This design comes from an exercise in tuning for a short achievable clock period and few clock cycles on the open sky130 flow, not from production work.
The RTL was checked by simulation tests, not by an equivalence proof against the original design.
Power is estimated from default activity; no workload was simulated.

==> design/flow/design.v <==
package core_pkg;
    typedef logic [31:0] word_t;       
    typedef logic [31:0] inst_t;       
    typedef logic [4:0]  reg_addr_t;   
    localparam logic [6:0] OP_REG    = 7'b0110011;
    localparam logic [6:0] OP_IMM    = 7'b0010011;
    localparam logic [6:0] OP_LOAD   = 7'b0000011;
    localparam logic [6:0] OP_STORE  = 7'b0100011;
    localparam logic [6:0] OP_BRANCH = 7'b1100011;
endpackage
module fetch (
    input  logic            clk,
    input  logic            arst_n,
    input  logic            redirect,   
    input  core_pkg::word_t redir_pc,
    input  logic            upd,        
    input  logic [6:0]      upd_idx,    
    input  logic            upd_flip,   
    output core_pkg::word_t code_addr,
    input  core_pkg::inst_t code_data,
    output logic            d_valid,
    output core_pkg::word_t d_pc,
    output core_pkg::inst_t d_inst,
    output logic            d_pred      
);
    core_pkg::word_t pc;
    core_pkg::word_t pc_inc;
    logic [18:0]     hi_inc;
    logic [18:0]     hi_dec;
    logic [18:0]     hi;
    core_pkg::word_t pred_pc;
    logic [13:0]     lo_sum;
    logic            is_br;
    logic            pred;
    logic [127:0]    flip;
    logic            fb;         
    logic [6:0]      seq_idx;    
    assign code_addr = pc;
    assign is_br = (code_data[6:0] == core_pkg::OP_BRANCH) && (code_data[14:13] == 2'b00);
    assign pred  = is_br && (code_data[31] ^ fb);
    assign seq_idx = pc[8:2] + 7'd1;
    assign lo_sum  = {1'b0, pc[12:0]} +
                     {1'b0, code_data[31], code_data[7], code_data[30:25], code_data[11:8], 1'b0};
    assign pc_inc  = pc + 32'd4;
    assign hi_inc  = pc[31:13] + 19'd1;
    assign hi_dec  = pc[31:13] - 19'd1;
    assign hi = ({19{!code_data[31] &&  lo_sum[13]}} & hi_inc) |
                ({19{ code_data[31] && !lo_sum[13]}} & hi_dec) |
                ({19{code_data[31] == lo_sum[13]}}   & pc[31:13]);
    assign pred_pc = {hi, lo_sum[12:0]};
    always_ff @(posedge clk or negedge arst_n) begin
        if (!arst_n) begin
            pc <= '0;
        end else if (redirect) begin
            pc <= redir_pc;
        end else begin
            pc <= pred ? pred_pc : pc_inc;
        end
    end
    always_ff @(posedge clk or negedge arst_n) begin
        if (!arst_n) begin
            d_valid <= 1'b0;
        end else if (redirect) begin
            d_valid <= 1'b0;
        end else begin
            d_valid <= 1'b1;
        end
    end
    always_ff @(posedge clk) begin
        d_pc   <= pc;
        d_inst <= code_data;
        d_pred <= pred;
    end
    always_ff @(posedge clk or negedge arst_n) begin
        if (!arst_n) begin
            fb <= 1'b0;
        end else begin
            fb <= !redirect && !pred && flip[seq_idx];
        end
    end
    always_ff @(posedge clk or negedge arst_n) begin
        if (!arst_n) begin
            flip <= '0;
        end else if (upd) begin
            flip[upd_idx] <= upd_flip;
        end
    end
endmodule
module regfile (
    input  logic                clk,
    input  core_pkg::reg_addr_t rs1_addr,
    input  core_pkg::reg_addr_t rs2_addr,
    output core_pkg::word_t     rs1_data,
    output core_pkg::word_t     rs2_data,
    input  logic                we,         
    input  core_pkg::reg_addr_t wa,
    input  core_pkg::word_t     wd
);
    core_pkg::word_t regs [1:31];
    always_ff @(posedge clk) begin
        if (we) regs[wa] <= wd;
    end
    function automatic logic [31:0] read_port(logic [4:0] addr);
        if (addr == 5'd0) read_port = 32'd0;
        else if (we && wa == addr) read_port = wd;
        else read_port = regs[addr];
    endfunction
    always_comb begin
        rs1_data = read_port(rs1_addr);
        rs2_data = read_port(rs2_addr);
    end
endmodule
module decode (
    input  logic                clk,
    input  logic                arst_n,
    input  logic                d_valid,
    input  core_pkg::word_t     d_pc,
    input  core_pkg::inst_t     d_inst,
    input  logic                d_pred,
    input  logic                kill,       
    output core_pkg::reg_addr_t rs1_addr,
    output core_pkg::reg_addr_t rs2_addr,
    input  core_pkg::word_t     rs1_data,
    input  core_pkg::word_t     rs2_data,
    output logic                e_valid,
    output logic                e_wr,
    output logic                e_load,
    output logic                e_store,
    output core_pkg::reg_addr_t e_rd,
    output logic                e_br,
    output logic                e_pred,     
    output logic                e_sign,     
    output logic [6:0]          e_idx,      
    output logic                e_bne,
    output logic                e_chk,      
    output logic                e_k,        
    output logic                e_m8,       
    output core_pkg::word_t     e_alt,      
    output logic                e_addi,     
    output core_pkg::word_t     e_nimm,     
    output logic                dz,         
    output logic                dz_k,       
    output core_pkg::word_t     d_alt,      
    output core_pkg::word_t     e_a,
    output core_pkg::word_t     e_b,
    output core_pkg::word_t     e_sd,
    output logic                e_sub,
    output logic                e_logic,
    output logic                e_fa_m,
    output logic                e_fa_l,
    output logic                e_fb_m,
    output logic                e_fb_l,
    output logic                e_fb_mn,
    output logic                e_fa_n,
    output logic                e_fb_n,
    output logic                e_fb_ln,
    output logic                e_a_rr,
    output logic                e_a_mr,
    output logic                e_a_rm,
    output logic                e_a_mm,
    output logic                e_a_lr,
    output logic                e_a_rl,
    output logic                e_a_ll,
    output logic                e_and,
    output logic                e_or,
    output logic                e_xor,
    output logic                e_s_rr,
    output logic                e_s_mr,
    output logic                e_s_rm,
    output logic                e_s_mm,
    output logic                e_s_lr,
    output logic                e_s_rl,
    output logic                e_s_ll,
    output logic                e_fwd_sd
);
    logic [6:0] opcode;
    logic [2:0] funct3;
    logic [6:0] funct7;
    core_pkg::reg_addr_t rd;
    logic is_r, is_addi, is_lw, is_sw, is_br, ok;
    logic f7_zero;
    logic r_add, r_sub, r_and, r_or, r_xor;
    core_pkg::word_t imm_i, imm_s, imm_b;
    logic fwd_a, fwd_b, fwd_sd;
    logic arith;
    assign opcode   = d_inst[6:0];
    assign rd       = d_inst[11:7];
    assign funct3   = d_inst[14:12];
    assign rs1_addr = d_inst[19:15];
    assign rs2_addr = d_inst[24:20];
    assign funct7   = d_inst[31:25];
    assign imm_i = {{20{d_inst[31]}}, d_inst[31:20]};
    assign imm_s = {{20{d_inst[31]}}, d_inst[31:25], d_inst[11:7]};
    assign imm_b = {{19{d_inst[31]}}, d_inst[31], d_inst[7], d_inst[30:25], d_inst[11:8], 1'b0};
    assign f7_zero = (funct7 == 7'h00);
    assign r_add = (funct3 == 3'b000) && f7_zero;
    assign r_sub = (funct3 == 3'b000) && (funct7 == 7'h20);
    assign r_xor = (funct3 == 3'b100) && f7_zero;
    assign r_or  = (funct3 == 3'b110) && f7_zero;
    assign r_and = (funct3 == 3'b111) && f7_zero;
    assign is_r    = (opcode == core_pkg::OP_REG) && (r_add || r_sub || r_xor || r_or || r_and);
    assign is_addi = (opcode == core_pkg::OP_IMM) && (funct3 == 3'b000);
    assign is_lw   = (opcode == core_pkg::OP_LOAD) && (funct3 == 3'b010);
    assign is_sw   = (opcode == core_pkg::OP_STORE) && (funct3 == 3'b010);
    assign is_br   = (opcode == core_pkg::OP_BRANCH) && (funct3[2:1] == 2'b00);
    assign ok      = d_valid && (is_r || is_addi || is_lw || is_sw || is_br);
    assign arith = !(is_r && (r_and || r_or || r_xor));
    assign dz    = ok && is_br && (imm_b != 32'd4) && e_addi &&
                   ((rs2_addr == 5'd0) ? (rs1_addr == e_rd) : ((rs1_addr == 5'd0) && (rs2_addr == e_rd)));
    assign dz_k  = funct3[0] ^ d_pred;
    assign d_alt = d_pc + (d_pred ? 32'd4 : imm_b);
    hazard_unit i_hazard_unit (
        .d_rs2_alu(is_r || is_br),
        .d_rs2_st(is_sw),
        .d_rs1(rs1_addr),
        .d_rs2(rs2_addr),
        .e_wr, .e_rd,
        .fwd_a, .fwd_b, .fwd_sd
    );
    always_ff @(posedge clk or negedge arst_n) begin
        if (!arst_n) begin
            e_valid <= 1'b0;
            e_wr    <= 1'b0;
            e_load  <= 1'b0;
            e_store <= 1'b0;
            e_br    <= 1'b0;
            e_chk   <= 1'b0;
            e_addi  <= 1'b0;
        end else begin
            e_valid <= ok && !kill;
            e_wr    <= ok && !kill && (is_r || is_addi || is_lw) && (rd != 5'd0);
            e_load  <= ok && !kill && is_lw;
            e_store <= ok && !kill && is_sw;
            e_br    <= ok && !kill && is_br;
            e_chk   <= ok && !kill && is_br && (imm_b != 32'd4) && !dz;
            e_addi  <= ok && !kill && is_addi && (rd != 5'd0);
        end
    end
    always_ff @(posedge clk) begin
        e_rd     <= rd;
        e_pred   <= d_pred;
        e_sign   <= d_inst[31];
        e_idx    <= d_pc[8:2];
        e_bne    <= funct3[0];
        e_k      <= funct3[0] ^ d_pred;
        e_m8     <= (imm_b == 32'd8) && !d_pred;
        e_alt    <= d_alt;
        e_nimm   <= 32'd0 - imm_i;
        e_a      <= rs1_data;
        e_b      <= (is_r || is_br) ? (rs2_data ^ {32{is_r && r_sub}}) : (is_sw ? imm_s : imm_i);
        e_sd     <= rs2_data;
        e_sub    <= is_r && r_sub;
        e_logic  <= is_r && (r_and || r_or || r_xor);
        e_fa_m   <= fwd_a && !e_load;
        e_fa_l   <= fwd_a && e_load;
        e_fb_m   <= fwd_b && !e_load && !(is_r && r_sub);
        e_fb_l   <= fwd_b && e_load && !(is_r && r_sub);
        e_fb_mn  <= fwd_b && !e_load && is_r && r_sub;
        e_fa_n   <= !fwd_a;
        e_fb_n   <= !fwd_b;
        e_fb_ln  <= fwd_b && e_load && is_r && r_sub;
        e_a_rr   <= arith && !fwd_a && !fwd_b;
        e_a_mr   <= arith && fwd_a && !fwd_b && !e_load;
        e_a_rm   <= arith && !fwd_a && fwd_b && !e_load;
        e_a_mm   <= arith && !(is_r && r_sub) && fwd_a && fwd_b && !e_load;
        e_a_lr   <= arith && fwd_a && !fwd_b && e_load;
        e_a_rl   <= arith && !fwd_a && fwd_b && e_load;
        e_a_ll   <= arith && !(is_r && r_sub) && fwd_a && fwd_b && e_load;
        e_and    <= is_r && r_and;
        e_or     <= is_r && r_or;
        e_xor    <= is_r && r_xor;
        e_s_rr   <= !fwd_a && !fwd_b;
        e_s_mr   <= fwd_a && !fwd_b && !e_load;
        e_s_rm   <= !fwd_a && fwd_b && !e_load;
        e_s_mm   <= fwd_a && fwd_b && !e_load;
        e_s_lr   <= fwd_a && !fwd_b && e_load;
        e_s_rl   <= !fwd_a && fwd_b && e_load;
        e_s_ll   <= fwd_a && fwd_b && e_load;
        e_fwd_sd <= fwd_sd;
    end
endmodule
module ks_add #(
    parameter int W = 32,
    parameter int L = 5      
) (
    input  logic [W-1:0] a,
    input  logic [W-1:0] b,
    input  logic         cin,
    output logic [W-1:0] s,
    output logic         cout
);
    logic [W-1:0] p;
    logic [W-1:0] g [0:L];
    logic [W-1:0] t [0:L];
    assign p = a ^ b;
    always_comb begin
        g[0]    = a & b;
        g[0][0] = (a[0] & b[0]) | (p[0] & cin);
        t[0]    = p;
    end
    for (genvar l = 0; l < L; l++) begin : g_lvl
        for (genvar i = 0; i < W; i++) begin : g_bit
            if (i >= (1 << l)) begin : g_op
                assign g[l+1][i] = g[l][i] | (t[l][i] & g[l][i - (1 << l)]);
                assign t[l+1][i] = t[l][i] & t[l][i - (1 << l)];
            end else begin : g_pass
                assign g[l+1][i] = g[l][i];
                assign t[l+1][i] = t[l][i];
            end
        end
    end
    assign s    = p ^ {g[L][W-2:0], cin};
    assign cout = g[L][W-1];
endmodule
module alu_lane (
    input  core_pkg::word_t x,
    input  core_pkg::word_t y,
    input  logic            inv,      
    input  logic            cin,      
    output core_pkg::word_t sum,
    output logic            eq
);
    logic unused_cout;
    ks_add #(.W(32)) i_add (
        .a(x), .b(y ^ {32{inv}}), .cin(cin), .s(sum), .cout(unused_cout)
    );
    assign eq = (x == y);
endmodule
module execute (
    input  logic            clk,
    input  logic            arst_n,
    input  logic            e_valid,
    input  logic            e_wr,
    input  logic            e_load,
    input  logic            e_store,
    input  core_pkg::reg_addr_t e_rd,
    input  logic            e_br,
    input  logic            e_pred,
    input  logic            e_sign,
    input  logic [6:0]      e_idx,
    input  logic            e_bne,
    input  logic            e_chk,
    input  logic            e_k,
    input  logic            e_m8,
    input  core_pkg::word_t e_alt,
    input  core_pkg::word_t e_a,
    input  core_pkg::word_t e_b,
    input  core_pkg::word_t e_sd,
    input  logic            e_sub,
    input  logic            e_logic,       
    input  logic            e_and,
    input  logic            e_or,
    input  logic            e_xor,
    input  logic            e_fa_m,        
    input  logic            e_fa_l,        
    input  logic            e_fa_n,        
    input  logic            e_fb_n,        
    input  logic            e_fb_m,        
    input  logic            e_fb_l,
    input  logic            e_fb_mn,       
    input  logic            e_fb_ln,
    input  logic            e_s_rr,        
    input  logic            e_s_mr,        
    input  logic            e_s_rm,        
    input  logic            e_s_mm,        
    input  logic            e_s_lr,        
    input  logic            e_s_rl,        
    input  logic            e_s_ll,        
    input  logic            e_a_rr,
    input  logic            e_a_mr,
    input  logic            e_a_rm,
    input  logic            e_a_mm,        
    input  logic            e_a_lr,
    input  logic            e_a_rl,
    input  logic            e_a_ll,
    input  logic            e_fwd_sd,
    input  logic            d_pred_live,   
    input  core_pkg::word_t e_nimm,
    input  logic            dz,
    input  logic            dz_k,
    input  core_pkg::word_t d_alt,
    input  core_pkg::word_t data_rdata,
    output logic            kill,          
    output logic            redirect,      
    output core_pkg::word_t redir_pc,
    output logic            upd,
    output logic [6:0]      upd_idx,
    output logic            upd_flip,
    output core_pkg::word_t m_res,
    output core_pkg::word_t m_sd,
    output core_pkg::reg_addr_t m_rd,
    output logic            m_wr,
    output logic            m_load,
    output logic            m_we,
    output logic            m_re
);
    core_pkg::word_t op_a, op_b, lg, sum;
    core_pkg::word_t result;
    core_pkg::word_t sd;
    logic            eq;
    logic            wrong;
    logic            z;
    logic            e_kill;
    logic            e_redirect;
    logic            d_redirect;
    logic            unused_cout;
    assign op_a = ({32{e_fa_n}} & e_a) | ({32{e_fa_m}} & m_res) |
                  ({32{e_fa_l}} & data_rdata);
    assign op_b = ({32{e_fb_n}} & e_b) |
                  ({32{e_fb_m}} & m_res) | ({32{e_fb_mn}} & ~m_res) |
                  ({32{e_fb_l}} & data_rdata) | ({32{e_fb_ln}} & ~data_rdata);
    ks_add #(.W(32)) i_add (.a(op_a), .b(op_b), .cin(e_sub), .s(sum), .cout(unused_cout));
    assign lg   = ({32{e_and}} & (op_a & op_b)) | ({32{e_or}} & (op_a | op_b)) |
                  ({32{e_xor}} & (op_a ^ op_b));
    assign result = e_logic ? lg : sum;
    assign eq     = (op_a == op_b);   
    assign sd = e_fwd_sd ? (m_load ? data_rdata : m_res) : e_sd;
    assign wrong      = eq ^ e_k;
    assign e_kill     = e_chk && wrong;
    assign e_redirect = e_chk && wrong && !(e_m8 && !d_pred_live);
    assign z          = (op_a == e_nimm);
    assign d_redirect = dz && (z ^ dz_k);
    assign kill     = e_kill;
    assign redirect = e_redirect || d_redirect;
    assign redir_pc = dz ? d_alt : e_alt;
    assign upd      = e_br;
    assign upd_idx  = e_idx;
    assign upd_flip = eq ^ e_bne ^ e_sign;   
    always_ff @(posedge clk or negedge arst_n) begin
        if (!arst_n) begin
            m_wr   <= 1'b0;
            m_we   <= 1'b0;
            m_re   <= 1'b0;
        end else begin
            m_wr   <= e_wr;
            m_we   <= e_store;
            m_re   <= e_load;
        end
    end
    always_ff @(posedge clk) begin
        m_res  <= result;
        m_sd   <= sd;
        m_rd   <= e_rd;
        m_load <= e_load;
    end
endmodule
module memory (
    input  core_pkg::word_t     m_res,
    input  core_pkg::word_t     m_sd,
    input  core_pkg::reg_addr_t m_rd,
    input  logic                m_wr,
    input  logic                m_load,
    input  logic                m_we,
    input  logic                m_re,
    output core_pkg::word_t     data_addr,
    output core_pkg::word_t     data_wdata,
    output logic                data_we,
    output logic                data_re,
    input  core_pkg::word_t     data_rdata,
    output logic                rf_we,
    output core_pkg::reg_addr_t rf_wa,
    output core_pkg::word_t     rf_wd
);
    assign data_addr  = m_res;
    assign data_wdata = m_sd;
    assign data_we    = m_we;
    assign data_re    = m_re;
    assign rf_we = m_wr;
    assign rf_wa = m_rd;
    assign rf_wd = m_load ? data_rdata : m_res;
endmodule
module hazard_unit (
    input  logic                d_rs2_alu,   
    input  logic                d_rs2_st,    
    input  core_pkg::reg_addr_t d_rs1,
    input  core_pkg::reg_addr_t d_rs2,
    input  logic                e_wr,        
    input  core_pkg::reg_addr_t e_rd,
    output logic                fwd_a,
    output logic                fwd_b,
    output logic                fwd_sd
);
    logic hit1;
    logic hit2;
    assign hit1 = e_wr && (e_rd == d_rs1);
    assign hit2 = e_wr && (e_rd == d_rs2);
    assign fwd_a  = hit1;
    assign fwd_b  = hit2 && d_rs2_alu;
    assign fwd_sd = hit2 && d_rs2_st;
endmodule
module cpu (
    input  logic  clk,
    input  logic  arst_n,
    output core_pkg::word_t code_addr,
    input  core_pkg::inst_t code_data,
    output core_pkg::word_t data_addr,
    output core_pkg::word_t data_wdata,
    output logic  data_we,
    output logic  data_re,
    input  core_pkg::word_t data_rdata
);
    logic                d_valid;
    core_pkg::word_t     d_pc;
    core_pkg::inst_t     d_inst;
    logic                d_pred;
    logic                kill;
    logic                redirect;
    core_pkg::word_t     redir_pc;
    core_pkg::reg_addr_t rs1_addr;
    core_pkg::reg_addr_t rs2_addr;
    core_pkg::word_t     rs1_data;
    core_pkg::word_t     rs2_data;
    logic                e_valid, e_wr, e_load, e_store, e_br, e_pred, e_sign, e_bne, e_chk, e_k, e_m8;
    logic [6:0]          e_idx;
    logic                upd, upd_flip;
    logic [6:0]          upd_idx;
    core_pkg::reg_addr_t e_rd;
    core_pkg::word_t     e_alt, e_a, e_b, e_sd;
    logic                e_addi, dz, dz_k;
    core_pkg::word_t     e_nimm, d_alt;
    logic                e_sub, e_logic, e_and, e_or, e_xor, e_fwd_sd;
    logic                e_fa_m, e_fa_l, e_fb_m, e_fb_l, e_fb_mn, e_fb_ln, e_fa_n, e_fb_n;
    logic                e_a_rr, e_a_mr, e_a_rm, e_a_mm, e_a_lr, e_a_rl, e_a_ll;
    logic                e_s_rr, e_s_mr, e_s_rm, e_s_mm, e_s_lr, e_s_rl, e_s_ll;
    core_pkg::word_t     m_res, m_sd;
    core_pkg::reg_addr_t m_rd;
    logic                m_wr, m_load, m_we, m_re;
    logic                rf_we;
    core_pkg::reg_addr_t rf_wa;
    core_pkg::word_t     rf_wd;
    fetch i_fetch (
        .clk, .arst_n,
        .redirect, .redir_pc,
        .upd, .upd_idx, .upd_flip,
        .code_addr, .code_data,
        .d_valid, .d_pc, .d_inst, .d_pred
    );
    regfile i_regfile (
        .clk,
        .rs1_addr, .rs2_addr,
        .rs1_data, .rs2_data,
        .we(rf_we), .wa(rf_wa), .wd(rf_wd)
    );
    decode i_decode (
        .clk, .arst_n,
        .d_valid, .d_pc, .d_inst, .d_pred,
        .kill,
        .e_addi, .e_nimm, .dz, .dz_k, .d_alt,
        .rs1_addr, .rs2_addr, .rs1_data, .rs2_data,
        .e_valid, .e_wr, .e_load, .e_store, .e_rd, .e_br, .e_pred, .e_sign, .e_idx, .e_bne, .e_chk, .e_k, .e_m8,
        .e_alt, .e_a, .e_b, .e_sd, .e_sub, .e_logic, .e_and, .e_or, .e_xor,
        .e_fa_m, .e_fa_l, .e_fb_m, .e_fb_l, .e_fb_mn, .e_fb_ln, .e_fa_n, .e_fb_n,
        .e_a_rr, .e_a_mr, .e_a_rm, .e_a_mm, .e_a_lr, .e_a_rl, .e_a_ll,
        .e_s_rr, .e_s_mr, .e_s_rm, .e_s_mm, .e_s_lr, .e_s_rl, .e_s_ll, .e_fwd_sd
    );
    execute i_execute (
        .clk, .arst_n,
        .e_valid, .e_wr, .e_load, .e_store, .e_rd, .e_br, .e_pred, .e_sign, .e_idx, .e_bne, .e_chk, .e_k, .e_m8,
        .e_alt, .e_a, .e_b, .e_sd, .e_sub, .e_logic, .e_and, .e_or, .e_xor,
        .e_fa_m, .e_fa_l, .e_fb_m, .e_fb_l, .e_fb_mn, .e_fb_ln, .e_fa_n, .e_fb_n,
        .e_a_rr, .e_a_mr, .e_a_rm, .e_a_mm, .e_a_lr, .e_a_rl, .e_a_ll,
        .e_s_rr, .e_s_mr, .e_s_rm, .e_s_mm, .e_s_lr, .e_s_rl, .e_s_ll, .e_fwd_sd,
        .d_pred_live(d_valid && d_pred),
        .e_nimm, .dz, .dz_k, .d_alt,
        .data_rdata,
        .kill, .redirect, .redir_pc,
        .upd, .upd_idx, .upd_flip,
        .m_res, .m_sd, .m_rd, .m_wr, .m_load, .m_we, .m_re
    );
    memory i_memory (
        .m_res, .m_sd, .m_rd, .m_wr, .m_load, .m_we, .m_re,
        .data_addr, .data_wdata, .data_we, .data_re, .data_rdata,
        .rf_we, .rf_wa, .rf_wd
    );
endmodule
==> design/flow/run.sh <==
#!/bin/bash
# synth_recipe.tcl (not shown) runs the flow's synth.tcl, then flattens the netlist and writes it again
# the make line also repeats each setting of config.mk as NAME=value (left out here)
make -C /OpenROAD-flow-scripts/flow DESIGN_CONFIG=/design/flow/config.mk WORK_HOME=/design/flow/orfs CLKGATE_MAP_FILE= SYNTH_SCRIPT=/design/flow/synth_recipe.tcl finish
==> design/flow/config.mk <==
export PLATFORM = sky130hd
export DESIGN_NAME = cpu
export DESIGN_NICKNAME = cpu
export VERILOG_FILES = /design/flow/design.v
export SDC_FILE = /design/flow/constraint.sdc
export NUM_CORES = 4
export LEC_CHECK = 0
export ABC_CLOCK_PERIOD_IN_PS = 2400
export CAP_MARGIN = 20
export CORE_MARGIN = 2
export CORE_UTILIZATION = 50
export PLACE_DENSITY = 0.7
export SETUP_SLACK_MARGIN = 4.6
export SLEW_MARGIN = 20
export TNS_END_PERCENT = 100
==> design/flow/constraint.sdc <==
create_clock -name core_clock -period 7.0 [get_ports {clk}]
set_input_delay 1.4000 -clock core_clock [delete_from_list [all_inputs] [get_ports {clk}]]
set_output_delay 1.4000 -clock core_clock [all_outputs]
set_load 0.01 [all_outputs]
==> run notes <==
-- worst reg2reg max path, delay by kind of cell, from the launching register on --
kind | cells | cell delay [ns]
AND/OR/NAND/NOR | 2 | 0.23
AO/OA/AOI/OAI | 8 | 1.93
adder cells (fa/ha/maj) | 2 | 0.61
flip-flops | 1 | 0.40
buffers and inverters | 4 | 0.57
-- timing repair --
action,CTS,global route
gates resized for setup,1604,464
pin swaps,299,279
setup endpoints to repair,1193,677
setup buffers,372,161
gates cloned,83,26
-- Yosys cell counts (11+ instances only) --
cell	number	area share [%]
a211oi_1	168	1.8
a21o_1	28	0.30
a21oi_1	236	1.7
a221o_1	11	0.15
a221oi_1	13	0.16
a222oi_1	30	0.42
a31oi_1	16	0.14
and2_1	12	0.11
and3_1	17	0.15
buf_1	57	0.30
buf_2	46	0.32
clkbuf_1	261	1.4
dfrtp_1	171	6.0
dfxtp_1	306	8.6
edfxtp_1	992	42
ha_1	117	2.1
inv_1	99	0.52
mux2_2	104	1.6
mux2i_1	334	4.7
mux4_2	488	15
nand2_1	255	1.3
nand2b_1	53	0.47
nand3_1	52	0.37
nand4_1	58	0.51
nor2_1	297	1.6
nor2b_1	25	0.22
nor3_1	100	0.70
nor3b_1	11	0.12
nor4_1	22	0.19
o211ai_1	32	0.34
o21ai_0	294	2.1
o221ai_1	65	0.80
o22ai_1	43	0.38
or2_2	13	0.11
or3_1	17	0.15
xnor2_1	68	0.84
xor2_1	43	0.53
-- worst paths after layout --
path                                  from                  end  slack (ns)  cells past startpoint
max                          data_rdata[0]  i_execute.m_res[28]        3.10                     16
min                        i_fetch.d_pc[0]    i_decode.e_alt[0]        0.36                      0
max reg2reg                i_decode.e_fa_n  i_execute.m_res[28]        3.12                     16
min reg2reg                i_fetch.d_pc[0]    i_decode.e_alt[0]        0.36                      0
max in group asynchronous           arst_n     i_fetch.flip[57]        4.99                      2
min in group asynchronous           arst_n           i_fetch.fb        0.69                      1
-- stage by stage --
step	cell area [um^2]	power, mW	utilization, %	std cells	hold WS [ns]
floorplan	72400	12.9	-	5086	0.329
detailed placement	75500	14.3	53.4	6863	0.340
CTS	90300	23.7	63.9	7604	0.353
global route	94300	25.0	66.7	7793	0.359
global placement	75500	14.3	53.4	6861	0.336
finish	94300	24.4	66.7	7795	0.355
-- cell families (layout without fill, tap and decap cells) --
kind of cell | count (synthesis) | after routing | synth area share (%)
muxes | 926 | 926 | 21.8
buffers and inverters | 471 | 1275 | 2.62
xor gates and xnor gates | 111 | 111 | 1.37
adders and majority gates | 121 | 121 | 2.17
and+or+nand+nor | 969 | 980 | 6.46
other | 0 | 4 | 0
DFF | 1469 | 1469 | 56.4
AOI/OAI and AO/OA | 1019 | 1019 | 9.18
-- layout make-up --
| class | instances | area [um^2] |
|---|---|---|
| timing repair buffer | 886 | 11100 |
| clock buffer | 204 | 4270 |
| fill | 9084 | 47100 |
| inverter | 102 | 449 |
| sequential | 1469 | 40500 |
| clock inverter | 82 | 887 |
| antenna | 4 | 10.0 |
| tap | 1890 | 2360 |
| timing repair inverter | 1 | 8.76 |
| multi-input combinational | 3157 | 34800 |
-- placed cells by master, fill, tap and decap left out, types with 70 or more instances in the layout --
master     count
mux4_2       488
clkbuf_16    183
mux2i_1      305
nand2_1      226
inv_1         87
nor2_1       250
o21ai_2       90
a21oi_1      121
buf_6        239
edfxtp_1     992
a211oi_2      75
buf_16        84
buf_4        363
dfrtp_1      140
dfxtp_1      217
o21ai_0      155
buf_12        70
-- layer usage --
| layer | up-vias | global-route usage, % | share of wire (%) |
|---|---|---|---|
| met4 | 2 | 18.6 | 7.6 |
| met5 | - | 0 | 0.0047 |
| li1 | 21600 | - | - |
| met2 | 4553 | 53.0 | 44 |
| met1 | 27600 | 47.0 | 34 |
| met3 | 1159 | 9.94 | 15 |
-- power by group through the flow --
stage	clock network [mW]	logic, mW	registers (mW)
2_1_floorplan	0	2.43	10.4
3_3_place_gp	0	3.67	10.6
3_5_place_dp	0	3.73	10.6
4_1_cts	8.42	4.86	10.4
5_1_grt	8.80	5.76	10.4
6_report	8.46	5.54	10.4
==> results_dict.tcl <==
set metrics [dict create \
    finClkSkew_ns 0.0399 \
    fmax_ghz 0.257 \
    synth_edf_count 992 \
    die_height_um 381 \
    required_ns 7.68 \
    nNetsFinal 5958 \
    synth-warning-count 327 \
    synth_cell_type_count 77 \
    top_register "i_regfile.regs" \
    path_class "in -> reg" \
    post_drt_wl_per_cell_um 35.2 \
    path_max_fanout 4 \
    dieArea_um2 145000 \
    drtIter0Drc 8048 \
    area_growth_syn_to_layout_pct 32.5 \
    dp_slack_ns 1.06 \
    initial_core_util_pct 50.4 \
    grt_first_pass_wirelength_mm 372 \
    ys_ff_latch 1469 \
    clkTransAtPathRegs_ns 0.06 \
    clk_latency_ns 0.81 \
    setup_viol 0 \
    post-route-drc-count 0 \
    drv_slew 0 \
    hold_viol_final 0 \
    ant_nets 0 \
    switchingPower_mw 7.18 \
    power_frac_seq_pct 42.6 \
    status "complete, no violations" \
    grt.overflow.total 0 \
    synth_area_um2 71200 \
    setup_ws_ns 3.10 \
    cellPowerDensity_nw_per_um2 259 \
    post-route-min-period_ns 3.90 \
    crit_buf_inv 4 \
    cp.arrival_ns 4.57 \
    viasPerCell 7.05 \
    p_int_mw 17.2 \
    grt_max_degree 88 \
    crit_family "compound AO/OA/AOI/OAI gates" \
    synth_ff_type "edfxtp_1" \
    die_w_um 381 \
    finalSetupTns_ns 0 \
    clock_path_buffers 3 \
    grt_pass1_vias 52300 \
    clkSinkCount 1469 \
    cp-start-kind "primary input" \
    power_frac_comb_pct 22.7 \
    antenna_found_initial 9 \
    drtPass1Iterations 7 \
    core_area_um2 141000 \
    p_leak_nw 33.0 \
    slowest_delay_ns 0.42 \
    clkPwrFrac_pct 34.7 \
    ys_seq_area_share_pct 56.4 \
    rsz0062_at_grt "yes" \
    grtUsageTotal_pct 35.4 \
    numCtsBuffers 154 \
    finalWeightedCongestion 0.925 \
    totalWireLength_mm 274 \
    num_rows 138 \
    cts_root_buf "clkbuf_16" \
    cp-end-kind "register" \
    maxCapViolations 0 \
    cts_tree "built" \
    finalCritPeriodShare_pct 55.7 \
    holdBufCountCts 0 \
    worst_ir_drop_vdd_v 0.000227 \
    io_pins 164 \
    slew_headroom_pct 32.1 \
    switching_share_pct 29.4 \
    dp_hpwl_mm 134 \
    htree_levels 4 \
    path_cells "buf_6, a222oi_1, inv_1, fa_2, inv_2, fa_2, nand2b_4, a21oi_4, o41ai_4, o211a_1, o41ai_4, buf_6, a2111oi_4, nor3_4, a22o_1, a21o_1" \
    reg_top3 "i_regfile.regs x992, i_fetch.flip x128" \
    drive_gt1_share_pct 43.1 \
    holdCritPathClass "reg -> reg" \
    tightest_slew_ns 1.02 \
    largest_reg_flops 992 \
    io_buffer_count 163 \
    via_count 54900 \
    synthArstFlopShare_pct 11.6 \
    avgSynthCellArea_um2 14.0 \
    synth_fp_nets 5273 \
    cpMaxStageDelayCell "fa_2" \
    postSynthCellCount 5086 \
]
Testbench counts, summed over its fixed seeds: cycles 117,417.

-- re-timing with driven ports --
No port has a modelled driver above. Below, the same layout with a new extraction and two added sets of constraints. Step 1: set_driving_cell puts a clkbuf_16 on clk and a buf_2 on each other input, an assumption about the parent block. Step 2, shift: input delay + t, output delay - t, t = (earliest + latest rising clock arrival at the registers) / 2. This alone moves slack from input paths to output paths. Three values: no drivers, after step 1, after step 2; two values: the first two.
shift t [ns]: 0.877
slack for setup (ns): 3.104 / 3.095 / 2.218
pins driven straight from the clock port: 1
After both steps this run still meets setup and hold. The setup slack of this run moves by -0.009 ns with the drivers and by -0.886 ns with both steps.
